Background: an optimization exercise with open tools, aiming at small area, a short achievable clock period and few clock cycles per item. Do not read the settings as production practice.
Only simulation tests tie the RTL to the original design; equivalence was not proved.
No activity file was given, so power comes from the tool's default toggle rates. The clock port is modelled as an ideal driver; clocking choices that lean on that would not hold on a real chip.

File: config.mk
export PLATFORM = sky130hd
export DESIGN_NAME = data_mem_responder
export DESIGN_NICKNAME = data_mem_responder
export VERILOG_FILES = /design/flow/design.v
export SDC_FILE = /design/flow/constraint.sdc
export NUM_CORES = 4
export LEC_CHECK = 0
export CAP_MARGIN = 20
export CORE_MARGIN = 2
export CORE_UTILIZATION = 62
export PLACE_DENSITY = 0.72
export SLEW_MARGIN = 20
export SYNTH_HIERARCHICAL = 1
export SYNTH_MINIMUM_KEEP_SIZE = 0
File: constraint.sdc
create_clock -name core_clock -period 8.0 [get_ports {clk}]
set_input_delay 1.6000 -clock core_clock [delete_from_list [all_inputs] [get_ports {clk}]]
set_output_delay 1.6000 -clock core_clock [all_outputs]
set_load 0.01 [all_outputs]
File: design.v
module data_mem_responder #(
  parameter int ADDR_W = 8
) (
  input  logic              clk,
  input  logic              reset,
  input  logic              req_valid,
  output logic              req_ready,
  input  logic              req_we,
  input  logic [1:0]        req_whb,
  input  logic              req_signed,
  input  logic [ADDR_W-1:0] req_addr,
  input  logic [31:0]       req_wdata,
  output logic              rsp_valid,
  output logic [31:0]       rsp_rdata,
  output logic              rsp_err
);
  localparam int ROW_W = ADDR_W - 2;    
  localparam int ROWS  = 2 ** ROW_W;
  assign req_ready = 1'b1;
  assign rsp_err   = 1'b0;
  logic       a_v;
  logic       a_load;
  logic [1:0] a_whb;
  logic       a_sgn;
  logic [1:0] a_off;
  logic [7:0] a_hi [4];      
  logic [7:0] a_lo [4];      
  logic [3:0] a_wr;          
  logic [7:0] a_wb [4];
  logic [7:0] hi0, lo0, hi1, lo1;
  assign hi0 = 8'd1 << req_addr[7:5];
  assign lo0 = 8'd1 << req_addr[4:2];
  assign lo1 = {lo0[6:0], lo0[7]};
  assign hi1 = lo0[7] ? {hi0[6:0], hi0[7]} : hi0;
  always_ff @(posedge clk) begin
    a_v    <= req_valid & ~reset;
    a_load <= ~req_we;
    a_whb  <= req_whb;
    a_sgn  <= req_signed;
    a_off  <= req_addr[1:0];
  end
  for (genvar b = 0; b < 4; b++) begin : g_a
    logic [1:0] idx;     
    logic       nxt;     
    logic       wr;
    logic [7:0] lo;
    assign idx = 2'(b) - req_addr[1:0];
    assign nxt = 2'(b) < req_addr[1:0];
    assign lo  = nxt ? lo1 : lo0;
    always_comb begin
      case (req_whb)
        2'b00:   wr = (idx == 2'd0);
        2'b01:   wr = ~idx[1];
        default: wr = 1'b1;
      endcase
      wr = wr & req_valid & ~reset & req_we;
    end
    always_ff @(posedge clk) begin
      a_hi[b]  <= nxt ? hi1 : hi0;
      a_lo[b]  <= lo;
      a_wr[b]  <= wr;
      a_wb[b]  <= req_wdata[8*idx +: 8];
    end
  end
  logic       b_v;
  logic       b_load;
  logic [1:0] b_whb;
  logic       b_sgn;
  logic [1:0] b_off;
  logic [7:0] b_raw [4];
  always_ff @(posedge clk) begin
    b_v    <= a_v & ~reset;
    b_load <= a_load;
    b_whb  <= a_whb;
    b_sgn  <= a_sgn;
    b_off  <= a_off;
  end
  for (genvar b = 0; b < 4; b++) begin : g_bank
    logic [8*ROWS-1:0] mem;
    logic [7:0]        low;      
    assign low = a_lo[b] & {8{a_wr[b]}};
    logic [7:0]        rd;
    for (genvar r = 0; r < ROWS; r++) begin : g_row
      logic       we, hold;
      logic [7:0] nxt;
      assign we   = a_hi[b][r / 8] & low[r % 8];
      assign hold = ~a_hi[b][r / 8] | ~low[r % 8];
      for (genvar k = 0; k < 8; k++) begin : g_k
        dmr_hold u_h (.we(we), .hold(hold), .d(a_wb[b][k]), .q(mem[8*r + k]),
                      .y(nxt[k]));
      end
      always_ff @(posedge clk) mem[8*r +: 8] <= nxt;
    end
    for (genvar k = 0; k < 8; k++) begin : g_bit
      logic [7:0] grp;
      for (genvar g = 0; g < 8; g++) begin : g_grp
        logic [7:0] col;
        for (genvar i = 0; i < 8; i++) begin : g_i
          assign col[i] = mem[8*(8*g + i) + k];
        end
        dmr_sel8 u_lo (.d(col), .s(a_lo[b]), .y(grp[g]));
      end
      dmr_sel8 u_hi (.d(grp), .s(a_hi[b]), .y(rd[k]));
    end
    always_ff @(posedge clk) b_raw[b] <= rd;
  end
  logic [31:0] al;
  logic [31:0] ld;
  for (genvar j = 0; j < 4; j++) begin : g_c
    assign al[8*j +: 8] = b_raw[2'(j) + b_off];
  end
  always_comb begin
    case (b_whb)
      2'b00:   ld = {{24{b_sgn & al[7]}},  al[7:0]};
      2'b01:   ld = {{16{b_sgn & al[15]}}, al[15:0]};
      default: ld = al;
    endcase
  end
  always_ff @(posedge clk) begin
    rsp_valid <= b_v & ~reset;
    rsp_rdata <= b_load ? ld : 32'd0;
  end
endmodule
module dmr_sel8 (
  input  logic [7:0] d,
  input  logic [7:0] s,
  output logic       y
);
  logic n0, n1, n2;
  dmr_aoi222 u0 (.a(d[2:0]), .b(s[2:0]), .y(n0));
  dmr_aoi222 u1 (.a(d[5:3]), .b(s[5:3]), .y(n1));
  assign n2 = ~((d[6] & s[6]) | (d[7] & s[7]));
  assign y  = ~(n0 & n1 & n2);
endmodule
module dmr_aoi222 (
  input  logic [2:0] a,
  input  logic [2:0] b,
  output logic       y
);
  assign y = ~|(a & b);
endmodule
module dmr_hold (
  input  logic we,
  input  logic hold,
  input  logic d,
  input  logic q,
  output logic y
);
  assign y = (we & d) | (hold & q);
endmodule
File: flow/run.sh
#!/bin/bash
# Layout flow: the standard ORFS flow (standard.sh, unchanged synthesis),
# with three settings changed through the environment:
#   - port buffers are buf_2 cells (the default pick is a delay cell),
#   - CTS clusters up to 27 sinks within 110 um and adds no dummy loads,
#   - setup repair aims for 5.3 ns of slack at the 8 ns clock.
# The whole output goes to standard_flow.log here; ORFS's per-step logs are
# under orfs/logs.
set -euo pipefail
export BUFFER_PORTS_ARGS="-buffer_cell sky130_fd_sc_hd__buf_2"
export CTS_ARGS="-sink_clustering_enable -repair_clock_nets -dont_use_dummy_load -sink_clustering_size 27 -sink_clustering_max_diameter 110"
export SETUP_SLACK_MARGIN=5.3
bash standard.sh > standard_flow.log 2>&1
File: standard.sh
#!/bin/bash
# synth_recipe.tcl (not shown) runs the flow's synth.tcl, then flattens the netlist and writes it again
# the make line also repeats each setting of config.mk as NAME=value (left out here)
make -C /OpenROAD-flow-scripts/flow DESIGN_CONFIG=/design/flow/config.mk WORK_HOME=/design/flow/orfs CLKGATE_MAP_FILE= SYNTH_SCRIPT=/design/flow/synth_recipe.tcl "${@:-finish}"
==> results of run 1 <==
-- state kept, by name, indices dropped and copies added, names as in the netlist, 2 cells and up --
| name | flops |
|---|---|
| a_lo | 32 |
| rsp_rdata | 32 |
| a_hi | 32 |
| a_wb | 32 |
| b_off | 2 |
| g_bank.mem | 2048 |
| a_wr | 4 |
| b_whb | 2 |
| a_whb | 2 |
| a_off | 2 |
| b_raw | 32 |
-- area by class of cell --
class                      count  area (um2)
antenna                        6        15.0
clock buffer                  92        2300
fill                        9435       41200
inverter                     276        1040
multi-input combinational   3750       31100
sequential                  2227       44700
tap                         1637        2050
timing repair buffer         152        1220
-- cells in the final DEF (no fill, tap or decap), drive strengths merged, types with 5 or more instances in the layout --
cell | netlist | final
a21oi | 10 | 10
a222oi | 576 | 576
a22o | 2048 | 2048
a22oi | 288 | 288
a31oi | 18 | 18
and2 | 40 | 40
buf | 29 | 150
clkbuf | 73 | 94
dfxtp | 2227 | 2227
diode | 0 | 6
ha | 5 | 5
inv | 276 | 276
mux2 | 5 | 5
mux2i | 5 | 5
mux4 | 64 | 64
nand2 | 326 | 326
nand3 | 291 | 291
nand3b | 5 | 5
o21ai | 43 | 43
-- power groups by stage --
stage | Sequential (mW) | Combinational, mW | Clock (mW)
floorplan | 12.4 | 0.626 | 0
global placement | 12.2 | 1.41 | 0
detailed placement | 12.2 | 1.44 | 0
CTS | 12.0 | 1.45 | 5.46
global route | 12.0 | 1.57 | 5.83
finish | 12.0 | 1.50 | 5.40
-- modules after synthesis (local to each module, per instance) --
module              cell area (um2)  flops+latches  times used  cells
dmr_aoi222                     10.0              0         576      1
data_mem_responder            49900           2227           1   3155
dmr_sel8                       12.5              0         288      2
dmr_hold                       8.76              0        2048      1
-- kinds of logic after synthesis --
family	share of synthesized area
buffers and inverters	0.0206
adders and majority gates	0.000810
AOI/OAI and AO/OA	0.340
muxes	0.0202
DFF	0.577
other	0.0000972
and+or+nand+nor	0.0409
-- per-stage QoR --
step / cell area, um2 / setup WS (ns) / util / hold slack (ns)
floorplan: 77300 / 4.99 / - / 0.310
global placement: 79700 / 4.11 / 0.645 / 0.314
detailed placement: 79700 / 4.06 / 0.645 / 0.316
CTS: 82300 / 5.12 / 0.666 / 0.335
global route: 82500 / 5.13 / 0.667 / 0.340
finish: 82500 / 5.16 / 0.667 / 0.334
-- what timing repair did --
item                                   in CTS  in global routing
resized for setup                          79                 44
endpoints found under the hold margin       0                  0
buffers inserted                            4                  1
cloned                                      0                  1
pin swaps                                  12                 19
setup endpoints to repair                 622                611
-- routing by layer --
metal  global-route usage  vias up
met3               0.0581      403
met4                0.100        8
met5                    0        -
met1                0.533    30000
met2                0.505     3467
li1                     -    26800
-- final timing paths --
path | start | end | cells past startpoint
max | rsp_rdata[0] | rsp_rdata[0] | 1
min | a_off[1] | b_off[1] | 0
max reg2reg | a_lo[3][2] | b_raw[3][2] | 5
min reg2reg | a_off[1] | b_off[1] | 0
==> run_results.csv, run 1 <==
group,metric,value,unit
status,status,"finished clean",
yosys,seq_area_frac_synth,0.577,
power,p_sw,4.68,mW
cts,cts_sinks,2227,
yosys,synth_common_cells,"2227 x dfxtp_1, 2048 x a22o_1, 576 x a222oi_1, 326 x nand2_1, 290 x nand3_1",
power,seqPwrFrac,0.634,
global_routing,grt_util_all_layers,0.349,
floorplan,dieWidth,357,um
yosys,yosys_warnings,15,
placement,dpl.hpwl,137000,um
yosys,synth.avg_cell_area,12.2,um2
finish,drive_gt1_frac,0.0693,
yosys,syn_area,77200,um2
floorplan,ios,82,
yosys,synth_area_leaders,"dfxtp_1 58%, a22o_1 23%, a222oi_1 7.5%",
setup_path,timing.critical_path.slowest_cell_delay,0.41,ns
power,p_int,14.2,mW
placement,dp_cells,8036,
yosys,yosysTopAreaCell,"dfxtp_1",
sta,finalSetupTns,0,ns
yosys,synth-main-ff-cell,"dfxtp_1",
setup_path,crit_slowest_cell,"dfxtp_4",
placement,gp_congestion,0.866,
setup_path,crit_chain,"buf_6",
cts,cts_buffers,92,
setup_path,path_max_fanout,1,
global_routing,first_global_vias,56300,
yosys,synth_edf_count,0,
detailed_routing,via_per_inst,7.45,
power,clkPwrFrac,0.286,
cts,clk_pin_slew_worst_paths,0.10,ns
detailed_routing,drc,0,
sta,clock_skew,0.0582,ns
floorplan,rows,129,
yosys,post-synth-top-count-cell,"dfxtp_1",
cts,cts_tree,"done",
setup_path,path_class,"reg -> out",
setup_path,crit_path_end_kind,"primary output",
yosys,yosysUniqueCellTypes,39,
sta,fmax,0.352,GHz
detailed_routing,drtIter0Drc,10700,
detailed_routing,wirelength_met1,101000,um
yosys,syn-num-nets,6407,
sta,final-max-slew-violation-count,0,
floorplan,die_height,357,um
cts,postCtsHoldBufs,0,
global_routing,gr-total-overflow,0,
sta,grt_setup_unrepaired,"yes",
yosys,synth_top_area_frac,0.577,
global_routing,grt_pass1_wl,352000,um
power,power.leakage,33.3,nW
detailed_routing,ant_nets,0,
placement,io_buffers,79,
cts,clockBufferDepth,3,
power,p_comb_frac,0.080,
detailed_routing,dr_wl_met3,25400,um
setup_path,critPathRequiredTime,6.40,ns
yosys,ys_ff_latch,2227,
setup_path,cp_num_buf_inv,1,
cts,h-tree-depth,3,
yosys,async_flop_share,0,
setup_path,cp.arrival,1.24,ns
sta,post-route-period-util,0.356,
detailed_routing,first_pass_iters,13,
sta,setup_violations,0,
setup_path,r2r_setup_slack,5.20,ns
power,vdd_ir_drop_max,0.000218,V
power,pwr_density_cell,229,nW/um2
finish,areaGrowthSynthToFinish,6.80,%
detailed_routing,via_count,60700,
sta,period_needed,2.84,ns
detailed_routing,wl_met2,99600,um
global_routing,grt_max_degree,66,
power,power.total,18.9,mW
cts,insertion_delay,0.73,ns
detailed_routing,wirelength,233000,um
sta,tightest_slew,1.11,ns
detailed_routing,wl_per_cell,28.6,um
finish,fin_cells,8140,
power,switching_share,0.248,
sta,hold_viol,0,
floorplan,design.core.area,124000,um2
job,max_cap_viol_count,0,
global_routing,antenna_found_initial,10,
detailed_routing,top_layer_used,"met5",
setup_path,startpoint_type,"flip-flop",
cts,clock-root-buffer,"clkbuf_16",
finish,nets,6551,
setup_path,crit_family,"flip-flops",
worst_hold_path,min_path_type,"reg -> reg",
floorplan,start_util,0.625,
yosys,syn_inst,6355,
sta,slew_headroom,0.262,
floorplan,design.die.area,127000,um2
Testbench counts, summed over its fixed seeds: cycles 12,024, requests 12,000.
==> inputs of run 2 (changes only) <==
--- a/design.v
+++ b/design.v
@@ -102,3 +102,3 @@
       end
-      dmr_sel8 u_hi (.d(grp), .s(a_hi[b]), .y(rd[k]));
+      dmr_sel8_2l u_hi (.d(grp), .s(a_hi[b]), .y(rd[k]));
     end
@@ -122,2 +122,9 @@
   end
+endmodule
+module dmr_sel8_2l (
+  input  logic [7:0] d,
+  input  logic [7:0] s,
+  output logic       y
+);
+  assign y = |(d & s);
 endmodule
--- a/config.mk
+++ b/config.mk
@@ -9,4 +9,4 @@
 export CORE_MARGIN = 2
-export CORE_UTILIZATION = 62
-export PLACE_DENSITY = 0.72
+export CORE_UTILIZATION = 55
+export PLACE_DENSITY = 0.68
 export SLEW_MARGIN = 20
==> run_results.csv, run 2 <==
group,metric,value,unit
yosys,yosysTopAreaCell,"dfxtp_1",
yosys,seq_area_frac_synth,0.576,
setup_path,startpoint_type,"flip-flop",
global_routing,grt_pass1_wl,350000,um
setup_path,path_class,"reg -> reg",
sta,clock_skew,0.0511,ns
setup_path,startpoint,"a_lo[3][2]",
worst_hold_path,hp-start,"a_whb[0]",
detailed_routing,via_per_inst,7.14,
sta,post-route-period-util,0.351,
yosys,synth_common_cells,"2227 x dfxtp_1, 2048 x a22o_1, 512 x a222oi_1, 384 x a22oi_1, 326 x nand2_1",
power,power.leakage,33.2,nW
yosys,syn-num-nets,6439,
sta,period_needed,2.81,ns
setup_path,r2r-start,"a_lo[3][2]",
finish,largest-register,"g_bank.mem",
finish,layout_common_cells,"2138 x dfxtp_1, 2048 x a22o_1, 512 x a222oi_1, 373 x a22oi_1, 326 x nand2_1",
floorplan,start_util,0.554,
yosys,syn_inst,6387,
sta,setup_ws,5.19,ns
setup_path,worstRegToRegCells,5,
global_routing,grt_util_all_layers,0.309,
yosys,synth-main-ff-cell,"dfxtp_1",
sta,fmax,0.356,GHz
power,pwr_density_cell,228,nW/um2
yosys,ys_ff_latch,2227,
detailed_routing,drtIter0Drc,9483,
cts,insertion_delay,0.73,ns
job,max_cap_viol_count,0,
cts,cts_tree,"done",
yosys,synth.avg_cell_area,12.1,um2
setup_path,crit_chain,"buf_4 -> a222oi_1 -> nand3_1 -> a22oi_2 -> nand4_1",
sta,final-max-slew-violation-count,0,
global_routing,antenna_found_initial,10,
finish,final_common_cell,"dfxtp_1",
setup_path,crit_path_end_kind,"flip-flop",
floorplan,dieWidth,379,um
setup_path,critPathRequiredTime,8.41,ns
detailed_routing,wl_per_cell,27.6,um
yosys,syn_area,77400,um2
finish,largest_reg_flops,2048,
sta,setup_violations,0,
sta,grt_setup_unrepaired,"yes",
sta,tightest_slew,1.08,ns
yosys,synth_area_leaders,"dfxtp_1 58%, a22o_1 23%, a222oi_1 6.6%",
setup_path,path_max_fanout,65,
global_routing,gr-total-overflow,0,
setup_path,timing.critical_path.slowest_cell_delay,0.61,ns
placement,place_ws,4.09,ns
yosys,synth_edf_count,0,
sta,holdWs,0.334,ns
floorplan,rows,137,
finish,areaGrowthSynthToFinish,7.02,%
yosys,synth_top_area_frac,0.576,
setup_path,reg2reg_to,"b_raw[3][3]",
global_routing,first_global_vias,56100,
detailed_routing,drc,0,
yosys,post-synth-top-count-cell,"dfxtp_1",
sta,hold_viol,0,
cts,cts_buffers,92,
status,status,"finished clean",
yosys,yosys_warnings,15,
setup_path,cp.arrival,3.22,ns
floorplan,design.die.area,144000,um2
detailed_routing,ant_nets,0,
placement,io_buffers,79,
power,vdd_ir_drop_max,0.000174,V
sta,slew_headroom,0.278,
detailed_routing,via_count,60100,
yosys,yosysUniqueCellTypes,39,
finish,drive_gt1_frac,0.0688,
detailed_routing,first_pass_iters,13,
sta,finalSetupTns,0,ns
cts,clk_pin_slew_worst_paths,0.10,ns
cts,h-tree-depth,3,
setup_path,cp_num_buf_inv,1,
floorplan,design.core.area,140000,um2
placement,dpl.hpwl,138000,um
detailed_routing,wirelength,232000,um
cts,cts_sinks,2227,
cts,clockBufferDepth,3,
worst_hold_path,hold_end,"b_whb[0]",
floorplan,die_height,379,um
cts,postCtsHoldBufs,0,
worst_hold_path,min_path_cells,0,
yosys,async_flop_share,0,
setup_path,crit_family,"compound AO/OA/AOI/OAI gates",
setup_path,r2r_setup_slack,5.19,ns
placement,gp_congestion,0.848,
finish,nets,6582,
setup_path,crit_slowest_cell,"a222oi_1",
cts,clock-root-buffer,"clkbuf_16",
global_routing,grt_max_degree,66,
worst_hold_path,min_path_type,"reg -> reg",
floorplan,ios,82,
==> run 2: logic make-up after synthesis <==
group / Yosys count / share of synthesized area
compound gates: 3016 / 0.341
fa+ha+maj: 5 / 0.000809
buf+inv: 378 / 0.0206
flops: 2227 / 0.576
mux: 74 / 0.0202
other cells: 2 / 0.0000971
simple gates: 685 / 0.0413
==> run 2: worst max path at each step <==
stage / depth (start not counted) / end / slack, ns
6_report: 5 / b_raw[3][3] / 5.19
4_1_cts: 1 / rsp_rdata[27] / 5.17
2_1_floorplan: 7 / a_wb[2][6] / 4.99
3_5_place_dp: 5 / a_hi[2][3] / 4.09
5_1_grt: 1 / rsp_rdata[11] / 5.19
3_3_place_gp: 5 / a_hi[2][3] / 4.14
==> run 2: layout make-up <==
type / instances / area, um2
Multi-Input combinational cell: 3782 / 31300
Fill cell: 11400 / 56700
Timing Repair Buffer: 151 / 1120
Antenna cell: 2 / 5.00
Tap cell: 1876 / 2350
Inverter: 276 / 1040
Clock buffer: 92 / 2300
Sequential cell: 2227 / 44700
==> run 2: Yosys stat by module, one instance, submodules excluded <==
module | cells | cell area, um2
data_mem_responder | 3155 | 49900
dmr_sel8_2l | 5 | 36.3
dmr_sel8 | 2 | 12.5
dmr_aoi222 | 1 | 10.0
dmr_hold | 1 | 8.76
==> run 2: stage by stage <==
step                instances  area (um2)  utilization  power, mW
floorplan                6387       77400            -       13.0
finish                   8406       82800        0.593       18.9
global route             8406       82800        0.593       19.4
CTS                      8404       82600        0.592       18.9
detailed placement       8306       80100        0.574       13.6
global placement         8306       80100        0.574       13.6
==> run 2: layer usage <==
metal,global-route usage,part of all wire,vias up
met1,0.467,0.45,29600
li1,-,-,26800
met5,0,0.00032,-
met2,0.450,0.42,3229
met3,0.0496,0.099,367
met4,0.0920,0.027,12
==> run 2: report_power, final <==
part | internal, mW | switching (mW) | leakage (nW)
Combinational | 0.513 | 0.989 | 14.0
Sequential | 11.6 | 0.353 | 18.1
Clock | 2.07 | 3.33 | 1.13
Total | 14.2 | 4.67 | 33.2
==> run 2: worst reg2reg max path: stages (launching register included) <==
cell and delay, ns:
dfxtp_2 0.32, buf_4 0.31, a222oi_1 0.73, nand3_1 0.24
a22oi_2 0.36, nand4_1 0.53
==> run 2: what timing repair did <==
item,in CTS,in global routing
pin swaps,9,17
endpoints found under the setup margin,752,346
gates resized for setup,48,46
buffers inserted,6,0
Testbench counts of run 2, summed over its fixed seeds: cycles 12,024, requests 12,000.
==> inputs of run 3 (changes only) <==
--- a/design.v
+++ b/design.v
@@ -102,3 +102,3 @@
       end
-      dmr_sel8_2l u_hi (.d(grp), .s(a_hi[b]), .y(rd[k]));
+      dmr_sel8 u_hi (.d(grp), .s(a_hi[b]), .y(rd[k]));
     end
@@ -122,9 +122,2 @@
   end
-endmodule
-module dmr_sel8_2l (
-  input  logic [7:0] d,
-  input  logic [7:0] s,
-  output logic       y
-);
-  assign y = |(d & s);
 endmodule
==> flow/run.sh (replaced) <==
#!/bin/bash
# Layout flow: the standard ORFS flow (standard.sh, unchanged synthesis),
# with three settings changed through the environment:
#   - port buffers are buf_2 cells (the default pick is a delay cell),
#   - CTS clusters up to 30 sinks within 110 um and adds no dummy loads,
#   - setup repair aims for 5.25 ns of slack at the 8 ns clock.
# The whole output goes to standard_flow.log here; ORFS's per-step logs are
# under orfs/logs.
set -euo pipefail
export BUFFER_PORTS_ARGS="-buffer_cell sky130_fd_sc_hd__buf_2"
export CTS_ARGS="-sink_clustering_enable -repair_clock_nets -dont_use_dummy_load -sink_clustering_size 30 -sink_clustering_max_diameter 110"
export SETUP_SLACK_MARGIN=5.25
bash standard.sh > standard_flow.log 2>&1
==> run_results.csv, run 3 <==
group,metric,value,unit
floorplan,die_height,379,um
sta,setup_violations,0,
finish,final_common_cell,"dfxtp_1",
worst_hold_path,min_path_type,"reg -> reg",
yosys,ys_ff_latch,2227,
job,max_cap_viol_count,0,
sta,final-max-slew-violation-count,0,
yosys,synth.avg_cell_area,12.2,um2
setup_path,critPathRequiredTime,8.55,ns
sta,post-route-period-util,0.355,
yosys,seq_area_frac_synth,0.577,
status,status,"finished clean",
finish,drive_gt1_frac,0.0646,
setup_path,crit_path_end_kind,"flip-flop",
global_routing,grt_pass1_wl,353000,um
floorplan,rows,137,
placement,dpl.hpwl,142000,um
finish,multi_input_area,31100,um2
power,power.leakage,33.1,nW
finish,largest_reg_flops,2048,
yosys,syn_inst,6355,
sta,slew_headroom,0.272,
finish,nets,6541,
setup_path,path_class,"reg -> reg",
cts,h-tree-depth,3,
yosys,synth_common_cells,"2227 x dfxtp_1, 2048 x a22o_1, 576 x a222oi_1, 326 x nand2_1, 290 x nand3_1",
finish,n_fill_cell,11400,
cts,cts_sinks,2227,
global_routing,gr-total-overflow,0,
finish,largest-register,"g_bank.mem",
cts,cts_tree,"done",
power,vdd_ir_drop_max,0.000192,V
sta,fmax,0.352,GHz
sta,clock_skew,0.0661,ns
sta,grt_setup_unrepaired,"yes",
setup_path,cp_num_buf_inv,1,
setup_path,startpoint_type,"flip-flop",
detailed_routing,wirelength,233000,um
cts,clk_pin_slew_worst_paths,0.11,ns
sta,tightest_slew,1.09,ns
setup_path,crit_slowest_cell,"a222oi_1",
floorplan,start_util,0.554,
detailed_routing,first_pass_iters,11,
sta,finalSetupTns,0,ns
placement,place_area,80000,um2
floorplan,design.die.area,143000,um2
yosys,yosys_warnings,15,
placement,gp_congestion,0.846,
detailed_routing,via_count,60300,
detailed_routing,via_per_inst,7.20,
detailed_routing,drc,0,
detailed_routing,wl_per_cell,27.9,um
placement,io_buffers,79,
floorplan,ios,82,
detailed_routing,drtIter0Drc,9321,
detailed_routing,ant_nets,0,
sta,hold_viol,0,
global_routing,grt_util_all_layers,0.311,
yosys,synth_edf_count,0,
global_routing,first_global_vias,56400,
floorplan,dieWidth,379,um
cts,insertion_delay,0.75,ns
cts,clock-root-buffer,"clkbuf_16",
finish,layout_common_cells,"2146 x dfxtp_1, 2048 x a22o_1, 576 x a222oi_1, 326 x nand2_1, 290 x nand3_1",
yosys,post-synth-top-count-cell,"dfxtp_1",
yosys,yosysUniqueCellTypes,39,
setup_path,path_max_fanout,65,
global_routing,grt_max_degree,66,
floorplan,design.core.area,139000,um2
yosys,synth-main-ff-cell,"dfxtp_1",
finish,areaGrowthSynthToFinish,6.64,%
setup_path,timing.critical_path.slowest_cell_delay,0.77,ns
setup_path,r2r_setup_slack,5.16,ns
power,pwr_density_cell,227,nW/um2
yosys,async_flop_share,0,
yosys,yosysTopAreaCell,"dfxtp_1",
finish,stdcell_area,82400,um2
yosys,synth_top_area_frac,0.577,
cts,cts_buffers,84,
yosys,synth_area_leaders,"dfxtp_1 58%, a22o_1 23%, a222oi_1 7.5%",
global_routing,antenna_found_initial,15,
yosys,syn-num-nets,6407,
setup_path,crit_family,"compound AO/OA/AOI/OAI gates",
setup_path,cp.arrival,3.39,ns
setup_path,crit_chain,"buf_4 -> a222oi_1 -> nand3_1 -> a222oi_1 -> nand3_1",
cts,clockBufferDepth,3,
finish,seq_area,44700,um2
yosys,syn_area,77200,um2
sta,period_needed,2.84,ns
[run 3: cells by family (layout without fill, tap and decap cells)]
family	count (synthesis)	after routing	share of synthesized area
other	2	8	0.0000972
buffers and inverters	378	510	0.0206
muxes	74	74	0.0202
DFF	2227	2227	0.577
adders and majority gates	5	5	0.000810
AOI/OAI and AO/OA	2984	2984	0.340
and+or+nand+nor	685	685	0.0409
[run 3: area by class of cell]
type	instances	share of cell area
inverters	276	0.0126
diodes	6	0.000182
well taps	1876	0.0285
flip-flops and latches	2227	0.543
multi-input cells	3750	0.378
repair buffers	150	0.0129
clock buffers	84	0.0255
[run 3: final timing paths]
kind,startpoint,endpoint,cells after the start
worst max register to register,a_lo[2][5],b_raw[2][6],5
worst min-delay path,a_off[0],b_off[0],0
worst min register to register,a_off[0],b_off[0],0
worst max-delay path,a_lo[2][5],b_raw[2][6],5
[run 3: worst register-to-register path: stages (launching register included)]
cell      delay, ns
dfxtp_2        0.33
buf_4          0.35
a222oi_1       0.69
nand3_1        0.25
a222oi_1       0.77
nand3_1        0.26
[run 3: Yosys stat by module (local to each module, per instance)]
| module | cells | area [um2] | flops+latches | copies in the design |
|---|---|---|---|---|
| dmr_sel8 | 2 | 12.5 | 0 | 288 |
| dmr_aoi222 | 1 | 10.0 | 0 | 576 |
| dmr_hold | 1 | 8.76 | 0 | 2048 |
| data_mem_responder | 3155 | 49900 | 2227 | 1 |
[run 3: where the power goes]
group | total, mW | switching (mW) | internal (mW)
Combinational | 1.45 | 0.936 | 0.511
Clock | 5.22 | 3.31 | 1.90
Sequential | 12.0 | 0.408 | 11.6
[run 3: through the flow]
step | cells | setup WS (ns) | hold slack, ns | power [mW] | utilization
final | 8369 | 5.16 | 0.333 | 18.7 | 0.591
after global routing | 8366 | 5.18 | 0.337 | 19.2 | 0.591
after CTS | 8363 | 5.17 | 0.334 | 18.7 | 0.590
after detailed placement | 8275 | 4.06 | 0.312 | 13.7 | 0.574
after global placement | 8275 | 4.08 | 0.310 | 13.6 | 0.574
after floorplan | 6355 | 4.99 | 0.310 | 13.0 | -
[run 3: what timing repair did]
action                     CTS  global route
gates resized for setup     21            49
hold buffers                 0             0
hold endpoints to repair     0             0
setup endpoints to repair  497           935
pin swaps                    2             5
setup buffers                4             0
[run 3: per-layer routing]
metal / vias to the layer above / track usage / share of wire
met3: 424 / 0.0555 / 0.095
li1: 26800 / - / -
met2: 3073 / 0.457 / 0.43
met4: 20 / 0.0904 / 0.031
met1: 30000 / 0.466 / 0.45
met5: - / 0 / 0.00054
Testbench counts of run 3, summed over its fixed seeds: cycles 12,024, requests 12,000.
==> inputs of run 4 (changes only) <==
--- a/config.mk
+++ b/config.mk
@@ -9,4 +9,4 @@
 export CORE_MARGIN = 2
-export CORE_UTILIZATION = 55
-export PLACE_DENSITY = 0.68
+export CORE_UTILIZATION = 62
+export PLACE_DENSITY = 0.72
 export SLEW_MARGIN = 20
==> run_results.csv, run 4 <==
group,metric,value,unit
detailed_routing,wl_per_cell,28.9,um
setup_path,worstRegToRegCells,5,
setup_path,crit_slowest_cell,"a222oi_1",
sta,hold_viol,0,
worst_hold_path,hold_end,"b_sgn",
sta,grt_setup_unrepaired,"yes",
finish,areaGrowthSynthToFinish,6.58,%
finish,seq_area,44700,um2
setup_path,crit_chain,"buf_4 -> a222oi_1 -> nand3_1 -> a222oi_1 -> nand3_1",
sta,fmax,0.355,GHz
yosys,synth-main-ff-cell,"dfxtp_1",
yosys,syn_inst,6355,
detailed_routing,wirelength,235000,um
yosys,synth.avg_cell_area,12.2,um2
yosys,post-synth-top-count-cell,"dfxtp_1",
setup_path,startpoint_type,"flip-flop",
finish,n_fill_cell,9399,
setup_path,reg2reg_to,"b_raw[1][0]",
floorplan,dieWidth,357,um
worst_hold_path,min_path_cells,0,
floorplan,start_util,0.625,
yosys,seq_area_frac_synth,0.577,
sta,slew_headroom,0.286,
setup_path,cp_num_buf_inv,1,
global_routing,grt_util_all_layers,0.352,
yosys,yosys_warnings,15,
job,max_cap_viol_count,0,
placement,gp_congestion,0.867,
setup_path,timing.critical_path.slowest_cell_delay,0.60,ns
sta,tightest_slew,1.07,ns
finish,fin_cells,8148,
placement,dpl.hpwl,140000,um
worst_hold_path,min_path_type,"reg -> reg",
yosys,synth_top_area_frac,0.577,
finish,largest-register,"g_bank.mem",
sta,period_needed,2.82,ns
detailed_routing,ant_nets,0,
setup_path,r2r-start,"a_lo[1][0]",
finish,nets,6544,
cts,cts_tree,"done",
detailed_routing,drtIter0Drc,11000,
finish,multi_input_area,31100,um2
floorplan,ios,82,
cts,clock-root-buffer,"clkbuf_16",
floorplan,rows,129,
detailed_routing,via_count,61000,
sta,holdWs,0.341,ns
setup_path,crit_family,"compound AO/OA/AOI/OAI gates",
finish,largest_reg_flops,2048,
global_routing,first_global_vias,56400,
setup_path,path_max_fanout,36,
power,p_sw,4.62,mW
setup_path,r2r_setup_slack,5.18,ns
status,status,"finished clean",
global_routing,antenna_found_initial,33,
yosys,synth_area_leaders,"dfxtp_1 58%, a22o_1 23%, a222oi_1 7.5%",
yosys,syn_area,77200,um2
placement,io_buffers,79,
cts,insertion_delay,0.72,ns
global_routing,grt_max_degree,66,
global_routing,gr-total-overflow,0,
cts,h-tree-depth,3,
sta,post-route-period-util,0.352,
power,clkPwrFrac,0.278,
power,pwr_density_cell,227,nW/um2
setup_path,crit_path_end_kind,"flip-flop",
setup_path,critPathRequiredTime,8.52,ns
finish,final_common_cell,"dfxtp_1",
power,seqPwrFrac,0.642,
cts,clk_pin_slew_worst_paths,0.11,ns
yosys,async_flop_share,0,
sta,setup_violations,0,
yosys,yosysTopAreaCell,"dfxtp_1",
detailed_routing,first_pass_iters,14,
placement,dp_cells,8036,
floorplan,die_height,357,um
floorplan,design.core.area,124000,um2
cts,cts_buffers,84,
power,p_int,14.0,mW
setup_path,startpoint,"a_lo[1][0]",
yosys,ys_ff_latch,2227,
power,power.leakage,33.3,nW
sta,final-max-slew-violation-count,0,
power,p_comb_frac,0.079,
yosys,syn-num-nets,6407,
power,vdd_ir_drop_max,0.000237,V
cts,clockBufferDepth,3,
power,switching_share,0.248,
cts,cts_sinks,2227,
yosys,synth_edf_count,0,
setup_path,path_class,"reg -> reg",
worst_hold_path,hp-start,"a_sgn",
floorplan,design.die.area,127000,um2
sta,finalSetupTns,0,ns
yosys,synth_common_cells,"2227 x dfxtp_1, 2048 x a22o_1, 576 x a222oi_1, 326 x nand2_1, 290 x nand3_1",
detailed_routing,drc,0,
finish,layout_common_cells,"2140 x dfxtp_1, 2048 x a22o_1, 576 x a222oi_1, 326 x nand2_1, 288 x a22oi_1",
global_routing,grt_pass1_wl,354000,um
detailed_routing,via_per_inst,7.49,
finish,drive_gt1_frac,0.0667,
sta,clock_skew,0.0733,ns
setup_path,cp.arrival,3.34,ns
yosys,yosysUniqueCellTypes,39,
[run 4: cell types whose count changed in the layout (fill, tap and decap cells not counted), sizes merged]
cell / previous run / this run
clkbuf: 85 / 87
diode: 6 / 21
buf: 149 / 150
[run 4: cell families (layout without fill, tap and decap cells)]
logic type,count (synthesis),count (layout),synth area share
AND/OR/NAND/NOR,685,685,0.0409
flip-flops,2227,2227,0.577
multiplexers,74,74,0.0202
AO/OA/AOI/OAI,2984,2984,0.340
adder cells (fa/ha/maj),5,5,0.000810
other,2,23,0.0000972
buffers and inverters,378,513,0.0206
[run 4: layout make-up]
cell class | count | share of cell area
Multi-Input combinational cell | 3750 | 0.378
Antenna cell | 21 | 0.000638
Inverter | 276 | 0.0126
Timing Repair Buffer | 153 | 0.0150
Clock buffer | 84 | 0.0255
Tap cell | 1637 | 0.0249
Sequential cell | 2227 | 0.543
[run 4: power groups by stage]
stage / combinational, mW / sequential (mW) / clock [mW]
floorplan: 0.626 / 12.4 / 0
global placement: 1.38 / 12.2 / 0
detailed placement: 1.42 / 12.2 / 0
CTS: 1.42 / 12.0 / 5.26
global route: 1.55 / 12.0 / 5.64
finish: 1.48 / 12.0 / 5.19
[run 4: worst max path at each step]
| stage | endpoint | slack, ns | cells after the start |
|---|---|---|---|
| global placement | a_hi[2][3] | 3.77 | 4 |
| global route | rsp_rdata[1] | 5.17 | 1 |
| detailed placement | a_hi[2][3] | 3.99 | 4 |
| floorplan | a_wb[2][6] | 4.99 | 7 |
| finish | b_raw[1][0] | 5.18 | 5 |
| CTS | rsp_rdata[0] | 5.19 | 1 |
[run 4: layer usage]
metal,global-route usage,part of all wire
met1,0.521,0.43
met2,0.514,0.43
met3,0.0691,0.11
met4,0.117,0.035
met5,0,0.00068
[run 4: modules after synthesis, one instance, submodules excluded]
module,area (um2),flops+latches,copies in the design
data_mem_responder,49900,2227,1
dmr_sel8,12.5,0,288
dmr_aoi222,10.0,0,576
dmr_hold,8.76,0,2048
[run 4: worst register-to-register path, delay by kind of cell, from the launching register on]
| kind | cells | cell delay, ns |
|---|---|---|
| flops | 1 | 0.49 |
| simple gates | 2 | 0.58 |
| compound gates | 2 | 1.18 |
| buf+inv | 1 | 0.37 |
[run 4: through the flow]
stage	cell area [um2]	worst slack (ns)	total power [mW]	utilization
2_1_floorplan	77300	4.99	13.0	-
3_3_place_gp	79700	3.77	13.6	0.645
3_5_place_dp	79700	3.99	13.6	0.645
4_1_cts	82100	5.19	18.7	0.664
5_1_grt	82300	5.17	19.2	0.666
6_report	82300	5.18	18.7	0.666
[run 4: what timing repair did]
item	in CTS	in global routing
gates cloned	0	3
pin swaps	7	6
gates resized for setup	62	38
setup buffers	2	2
setup endpoints to repair	562	468
hold buffers	0	0

==> port drivers added, routing unchanged <==
In the flow no input, the clock included, has a driving cell. The finished layouts below were timed again as built, in two steps.
Step 1 assumes that a clkbuf_16 drives the clock port and a buf_2 every other input.
Step 2 moves the port delays by t, midway between the first and last clock arrival at a register: inputs arrive t later, outputs are due t later. That takes back most of the time a late clock gives input paths.
a / b / c = ideal ports / drivers / drivers and shift; a / b = the first two.
run	t (ns)	slack for setup (ns)	hold WS [ns]	slew at the worst register clock pin (ns)
run 1	0.784	5.155 / 5.072 / 4.535	0.334 / 0.334 / 0.334	0.11 / 0.11
run 2	0.787	5.189 / 5.132 / 4.720	0.334 / 0.334 / 0.334	0.11 / 0.11
run 3	0.800	5.157 / 5.137 / 4.576	0.333 / 0.333 / 0.333	0.12 / 0.12
run 4	0.762	5.181 / 5.142 / 4.610	0.341 / 0.341 / 0.341	0.12 / 0.12
After both steps every run listed still meets setup and hold. For run 1, which loses most, drivers alone change the setup slack by -0.083 ns; drivers and shift together by -0.620 ns.
